This design comes from an exercise in tuning for small area on the open sky130 flow, not from production work. Only simulation tests tie the RTL to the original design; equivalence was not proved. No driver is modelled on the clock port, so clocking that relies on it looks cheaper here than on a real chip. Power and IR drop assume default switching activity.

==> flow/design.v <==
package fir_pkg;
  localparam int unsigned DEF_DATA_W = 16;
  localparam int unsigned DEF_COEF_W = 18;
  localparam int unsigned DEF_TAPS   = 102;
  localparam int unsigned NDIG  = DEF_COEF_W / 2;
  localparam int unsigned ACC_W = 24;
endpackage
module fir_coef_ram #(
  parameter int unsigned DEPTH  = 4,
  parameter int unsigned COEF_W = 18,
  parameter int unsigned AW     = 2
) (
  input  logic              clk,
  input  logic              rst,
  input  logic              we,
  input  logic [AW-1:0]     waddr,
  input  logic [COEF_W-1:0] wdata,
  input  logic [AW-1:0]     ph_next,    
  output logic [COEF_W-1:0] head
);
  logic [DEPTH-1:0][COEF_W-1:0] mem_q;
  logic [AW:0]                  diff;
  logic [AW-1:0]                wslot;
  logic                         wvalid;
  logic [COEF_W-1:0]            wd;
  assign diff   = {1'b0, waddr} - {1'b0, ph_next};
  assign wslot  = diff[AW] ? AW'(diff[AW-1:0] + AW'(DEPTH)) : diff[AW-1:0];
  assign wvalid = we && (waddr < AW'(DEPTH));
  assign wd     = wdata & {COEF_W{!rst}};
  assign head   = mem_q[0];
  always_ff @(posedge clk) begin
    for (int unsigned i = 0; i < DEPTH; i++) begin
      if (rst || (wvalid && (wslot == AW'(i)))) mem_q[i] <= (i % 2 == 1) ? ~wd : wd;
      else if (i + 1 == DEPTH)                  mem_q[i] <= mem_q[0];
      else                                      mem_q[i] <= ~mem_q[i + 1];
    end
  end
endmodule
module fir_symm_tdm #(
  parameter int unsigned DATA_W    = fir_pkg::DEF_DATA_W,
  parameter int unsigned COEF_W    = fir_pkg::DEF_COEF_W,
  parameter int unsigned TAPS      = fir_pkg::DEF_TAPS,
  parameter int unsigned OUT_SHIFT = 16
) (
  input  logic                          clk,
  input  logic                          rst,
  input  logic                          clear,
  input  logic                          in_valid,
  output logic                          in_ready,
  input  logic [DATA_W-1:0]             in_data,
  input  logic                          coef_we,
  input  logic [5:0]                    coef_addr,
  input  logic [COEF_W-1:0]             coef_wdata,
  output logic                          out_valid,
  output logic [DATA_W-1:0]             out_data,
  output logic                          out_sat
);
  localparam int unsigned H     = TAPS / 2;
  localparam int unsigned AW    = 6;
  localparam int unsigned NDIG  = fir_pkg::NDIG;
  localparam int unsigned ACC_W = fir_pkg::ACC_W;
  localparam logic signed [ACC_W-1:0] RND_C = ACC_W'(1) << (OUT_SHIFT - 1);
  typedef enum logic [1:0] {
    ST_IDLE = 2'd0,
    ST_ZERO = 2'd1,
    ST_ADJ  = 2'd2,
    ST_PASS = 2'd3
  } state_e;
  state_e        st_q;
  logic [AW-1:0] ph_q, ph_d;    
  logic [3:0]    dig_q;         
  logic          out_valid_q;
  logic          accept;
  logic          ph_last;
  logic          len_a;         
  logic          ld_b;          
  logic          short_b;       
  assign ph_last  = (ph_q == AW'(H - 1));
  assign ph_d     = ph_last ? '0 : ph_q + AW'(1);
  assign in_ready = (st_q == ST_IDLE) && ph_last && !clear && !rst;
  assign accept   = in_valid && in_ready;
  assign len_a    = (st_q == ST_ADJ) && ((dig_q == '0) || (ph_q == '0));
  assign ld_b     = (st_q == ST_ZERO) || ((st_q == ST_ADJ) && (dig_q == '0) && ph_last);
  assign short_b  = (st_q == ST_ADJ) && (dig_q == '0) && (ph_q != '0);
  always_ff @(posedge clk or posedge rst) begin
    if (rst) begin
      st_q        <= ST_ZERO;
      ph_q        <= '0;
      dig_q       <= '0;
      out_valid_q <= 1'b0;
    end else begin
      ph_q        <= ph_d;
      out_valid_q <= 1'b0;
      if (clear) begin
        st_q  <= ST_ZERO;
        dig_q <= '0;
      end else begin
        case (st_q)
          ST_ZERO: begin
            if (ph_last) begin
              dig_q <= dig_q + 4'd1;
              if (dig_q == 4'd3) begin
                st_q  <= ST_IDLE;
                dig_q <= '0;
              end
            end
          end
          ST_IDLE: begin
            if (accept) st_q <= ST_ADJ;
          end
          ST_ADJ: begin
            if (ph_last) begin
              dig_q <= dig_q + 4'd1;
              if (dig_q == 4'd1) begin
                st_q  <= ST_PASS;
                dig_q <= '0;
              end
            end
          end
          default: begin   
            if (ph_last) begin
              dig_q <= dig_q + 4'd1;
              if (dig_q == 4'(NDIG - 1)) begin
                st_q        <= ST_IDLE;
                dig_q       <= '0;
                out_valid_q <= 1'b1;
              end
            end
          end
        endcase
      end
    end
  end
  logic [H-1:0][DATA_W-1:0] ra_q;
  logic [DATA_W-1:0]        xa_q;
  logic [H-2:0][DATA_W-1:0] rb_q;
  logic [DATA_W-1:0]        yb_q;
  logic [DATA_W-1:0]        a_in;
  always_comb begin
    if (st_q == ST_ZERO) a_in = '0;
    else if (len_a)      a_in = xa_q;
    else if (accept)     a_in = in_data;
    else                 a_in = ra_q[0];
  end
  always_ff @(posedge clk) begin
    for (int unsigned i = 0; i + 1 < H; i++) ra_q[i] <= ra_q[i+1];
    ra_q[H-1] <= a_in;
    xa_q      <= ra_q[0];
    for (int unsigned i = 0; i + 2 < H; i++) rb_q[i] <= rb_q[i+1];
    rb_q[H-2] <= short_b ? rb_q[0] : yb_q;
    yb_q      <= ld_b ? ra_q[1] : rb_q[0];
  end
  logic [COEF_W-1:0] c_head;
  logic [COEF_W:0]   coef_x;     
  logic [2:0]        bwin;
  fir_coef_ram #(
    .DEPTH  (H),
    .COEF_W (COEF_W),
    .AW     (AW)
  ) u_coef_ram (
    .clk     (clk),
    .rst     (rst),
    .we      (coef_we),
    .waddr   (coef_addr),
    .wdata   (coef_wdata),
    .ph_next (ph_d),
    .head    (c_head)
  );
  assign coef_x = {c_head, 1'b0};
  always_comb begin
    bwin = '0;
    for (int unsigned d = 0; d < NDIG; d++) begin
      if (dig_q == 4'(d)) bwin = coef_x[2*d +: 3];
    end
  end
  logic signed [DATA_W:0]   pre;
  logic                     b_neg, b_two, b_one;
  logic signed [DATA_W+1:0] pmag;
  logic signed [ACC_W-1:0]  acc_q, acc_src, acc_add;
  assign pre   = $signed({ra_q[0][DATA_W-1], ra_q[0]}) + $signed({rb_q[0][DATA_W-1], rb_q[0]});
  assign b_neg = bwin[2] && !(bwin[1] && bwin[0]);
  assign b_one = bwin[1] ^ bwin[0];
  assign b_two = (bwin == 3'b011) || (bwin == 3'b100);
  always_comb begin
    if (b_two)      pmag = {pre, 1'b0};
    else if (b_one) pmag = {pre[DATA_W], pre};
    else            pmag = '0;
    acc_add = ACC_W'(pmag) ^ {ACC_W{b_neg}};
    if (st_q != ST_PASS || (ph_q == '0 && dig_q == '0)) acc_src = RND_C;
    else if (ph_q == '0)                                acc_src = acc_q >>> 2;
    else                                                acc_src = acc_q;
  end
  always_ff @(posedge clk) begin
    acc_q <= acc_src + acc_add + ACC_W'(b_neg);
  end
  logic sat_hi, sat_lo;
  assign sat_hi    = !acc_q[ACC_W-1] && (acc_q[ACC_W-2:DATA_W-1] != '0);
  assign sat_lo    =  acc_q[ACC_W-1] && (acc_q[ACC_W-2:DATA_W-1] != '1);
  assign out_valid = out_valid_q;
  assign out_sat   = sat_hi || sat_lo;
  assign out_data  = sat_hi ? {1'b0, {(DATA_W-1){1'b1}}} :
                     sat_lo ? {1'b1, {(DATA_W-1){1'b0}}} : acc_q[DATA_W-1:0];
endmodule
clock: 12.0 ns
lec_check: 0
abc_area: 1
cap_margin: 0
core_margin: 2
core_utilization: 70
slew_margin: 0
standard.sh (not shown) runs the stock make flow with config.mk's settings and CLKGATE_MAP_FILE= SYNTH_SCRIPT=/design/flow/synth_recipe.tcl, a recipe that flattens the netlist after the stock synthesis.
==> flow/flow/run.sh <==
#!/bin/bash
# The standard layout (standard.sh) with three changes:
#  - synthesis is the standard flow's own script, except that ABC maps the logic with
#    flow/abc_area.script, an area-only mapping (flip-flops are not touched);
#  - clock tree synthesis adds no dummy loads and clusters up to 30 flip-flops
#    within 55 um per leaf buffer;
#  - the port buffers are the smallest buffer cell.
# All tool output goes to standard_flow.log and to the ORFS logs under orfs/logs.
set -euo pipefail
work=$PWD
std=$(sed -n 's/.* SYNTH_SCRIPT=\([^ ]*\) .*/\1/p' standard.sh)
[[ -n "$std" ]]
cat > my_synth.tcl <<TCL
proc abc {args} {
  set i [lsearch -exact \$args -script]
  if {\$i >= 0} { lset args [expr {\$i + 1}] $work/flow/abc_area.script }
  yosys abc {*}\$args
}
source $std
TCL
sed "s# SYNTH_SCRIPT=[^ ]* # SYNTH_SCRIPT=$work/my_synth.tcl #" standard.sh > my_standard.sh
grep -q "SYNTH_SCRIPT=$work/my_synth.tcl" my_standard.sh
export CTS_ARGS="-sink_clustering_enable -repair_clock_nets -dont_use_dummy_load -sink_clustering_size 30 -sink_clustering_max_diameter 55"
export BUFFER_PORTS_ARGS="-buffer_cell sky130_fd_sc_hd__buf_1"
bash my_standard.sh > standard_flow.log 2>&1
==> flow/flow/abc_area.script <==
strash;dch;map -a;amap
The baseline finished clean.
Edit:
--- a/flow/flow/run.sh
+++ b/flow/flow/run.sh
@@ -2 +2 @@
-# The standard layout (standard.sh) with three changes:
+# The standard layout (standard.sh) with these changes:
@@ -5,2 +5,4 @@
-#  - clock tree synthesis adds no dummy loads and clusters up to 30 flip-flops
-#    within 55 um per leaf buffer;
+#  - clock tree synthesis adds no dummy loads and clusters up to 32 flip-flops
+#    within 60 um per leaf buffer;
+#  - after clock tree synthesis, flow/downsize_clk.tcl gives each clock buffer
+#    the smallest clkbuf that keeps the slew at the pins it drives within 105 ps;
@@ -23 +25,2 @@
-export CTS_ARGS="-sink_clustering_enable -repair_clock_nets -dont_use_dummy_load -sink_clustering_size 30 -sink_clustering_max_diameter 55"
+export CTS_ARGS="-sink_clustering_enable -repair_clock_nets -dont_use_dummy_load -sink_clustering_size 32 -sink_clustering_max_diameter 60"
+export POST_CTS_TCL="$work/flow/downsize_clk.tcl"
==> flow/flow/downsize_clk.tcl (new file) <==
# Post-CTS: give each clock buffer the smallest clkbuf that keeps the slew at
# every pin its output drives within a limit (estimated from placement).
estimate_parasitics -placement
set clk_slew_limit 0.105
set clk_sizes {sky130_fd_sc_hd__clkbuf_2 sky130_fd_sc_hd__clkbuf_4 sky130_fd_sc_hd__clkbuf_8}
proc clk_out_slew {inst} {
  set worst 0.0
  foreach out [get_pins -of_objects $inst -filter "direction == output"] {
    foreach p [get_pins -of_objects [get_nets -of_objects $out] -filter "direction == input"] {
      set s [get_property $p slew_max]
      if {$s > $worst} { set worst $s }
    }
  }
  return $worst
}
set n_down 0
foreach inst [get_cells clkbuf_*] {
  set orig [get_property $inst ref_name]
  if {$orig != "sky130_fd_sc_hd__clkbuf_16"} { continue }
  foreach size $clk_sizes {
    replace_cell $inst $size
    if {[clk_out_slew $inst] <= $clk_slew_limit} { incr n_down; break }
    replace_cell $inst $orig
  }
}
puts "downsize_clk: $n_down clock buffers downsized"
--- a/flow/config.mk
+++ b/flow/config.mk
@@ -9 +9 @@
-export CAP_MARGIN = 0
+export CAP_MARGIN = 20
@@ -12 +12 @@
-export SLEW_MARGIN = 0
+export SLEW_MARGIN = 20
Effect: Synthesized cell count does not change. Sequential cell count is unchanged. Critical path depth is unchanged.
Edit:
--- a/flow/flow/run.sh
+++ b/flow/flow/run.sh
@@ -2 +2 @@
-# The standard layout (standard.sh) with these changes:
+# The standard layout (standard.sh) with three changes:
@@ -5,4 +5,2 @@
-#  - clock tree synthesis adds no dummy loads and clusters up to 32 flip-flops
-#    within 60 um per leaf buffer;
-#  - after clock tree synthesis, flow/downsize_clk.tcl gives each clock buffer
-#    the smallest clkbuf that keeps the slew at the pins it drives within 105 ps;
+#  - clock tree synthesis adds no dummy loads and clusters up to 30 flip-flops
+#    within 55 um per leaf buffer;
@@ -25,2 +23 @@
-export CTS_ARGS="-sink_clustering_enable -repair_clock_nets -dont_use_dummy_load -sink_clustering_size 32 -sink_clustering_max_diameter 60"
-export POST_CTS_TCL="$work/flow/downsize_clk.tcl"
+export CTS_ARGS="-sink_clustering_enable -repair_clock_nets -dont_use_dummy_load -sink_clustering_size 30 -sink_clustering_max_diameter 55"
removed: flow/flow/downsize_clk.tcl
Result: The new run passed the timing, DRC and antenna checks; total power is higher by 3.9%; design area rises by 1.2%; worst hold slack improved by 14 ps; worst setup slack improves by 79 ps; sequential power hardly moves; sequential share of layout area decreases by 0.91 points; first-iteration DRC count came out higher by 2.3%; fmax climbs by 1.1%.
Edit:
--- a/flow/flow/run.sh
+++ b/flow/flow/run.sh
@@ -2 +2 @@
-# The standard layout (standard.sh) with three changes:
+# The standard layout (standard.sh) with these changes:
@@ -6,0 +7,2 @@
+#  - after clock tree synthesis, flow/downsize_clk.tcl gives each clock buffer
+#    the smallest clkbuf that keeps the slew at the pins it drives within 100 ps;
@@ -23,0 +26 @@
+export POST_CTS_TCL="$work/flow/downsize_clk.tcl"
==> flow/flow/downsize_clk.tcl (new file) <==
# Post-CTS: give each clock buffer the smallest clkbuf that keeps the slew at
# every pin its output drives within a limit (estimated from placement).
estimate_parasitics -placement
set clk_slew_limit 0.100
set clk_sizes {sky130_fd_sc_hd__clkbuf_4 sky130_fd_sc_hd__clkbuf_8}
proc clk_out_slew {inst} {
  set worst 0.0
  foreach out [get_pins -of_objects $inst -filter "direction == output"] {
    foreach p [get_pins -of_objects [get_nets -of_objects $out] -filter "direction == input"] {
      set s [get_property $p slew_max]
      if {$s > $worst} { set worst $s }
    }
  }
  return $worst
}
set n_down 0
foreach inst [get_cells clkbuf_*] {
  set orig [get_property $inst ref_name]
  if {$orig != "sky130_fd_sc_hd__clkbuf_16"} { continue }
  foreach size $clk_sizes {
    replace_cell $inst $size
    if {[clk_out_slew $inst] <= $clk_slew_limit} { incr n_down; break }
    replace_cell $inst $orig
  }
}
puts "downsize_clk: $n_down clock buffers downsized"
After rerunning: Wire length barely changes; die area is unchanged; clock-buffer cell count stays the same; first-iteration DRC count grows by a few percent; combinational power barely changes; register-to-register slack gets better by 20 ps.
Edit:
--- a/flow/flow/run.sh
+++ b/flow/flow/run.sh
@@ -2 +2 @@
-# The standard layout (standard.sh) with these changes:
+# The standard layout (standard.sh) with three changes:
Outcome: Synthesized area stays the same. Die area does not change. Sequential power stays flat. Via count does not change. Global-route usage is unchanged. Sequential cell count does not change. Synthesized cell count is unchanged. Setup slack stays the same. Core utilization does not change.

==> separate check: timing with driven ports <==
The results above use ideal ports. As a check the final layouts listed here were re-extracted and re-timed, cells and wires unchanged.
Step 1, drivers: a clkbuf_16 drives clk and a buf_2 each remaining input, both assumed.
Step 2, shift: input delay + t, output delay - t, t = (earliest + latest rising clock arrival at the registers) / 2. This alone moves slack from input paths to output paths.
a / b / c = ideal ports / drivers / drivers and shift; a / b = the first two.
run	t (ns)	slack for setup (ns)	clock arrival spread, ns	cell pins on the clock port's net
the first run	0.786	4.159 / 4.208 / 3.422	0.087 / 0.087	1
the second run	0.763	4.694 / 4.741 / 3.978	0.091 / 0.092	1
the third run	0.789	4.773 / 4.813 / 4.024	0.088 / 0.088	1
the fourth run	0.811	4.752 / 4.792 / 3.981	0.077 / 0.077	1
the fifth run	0.811	4.752 / 4.792 / 3.981	0.077 / 0.077	1
After both steps setup and hold are still met in every run listed.
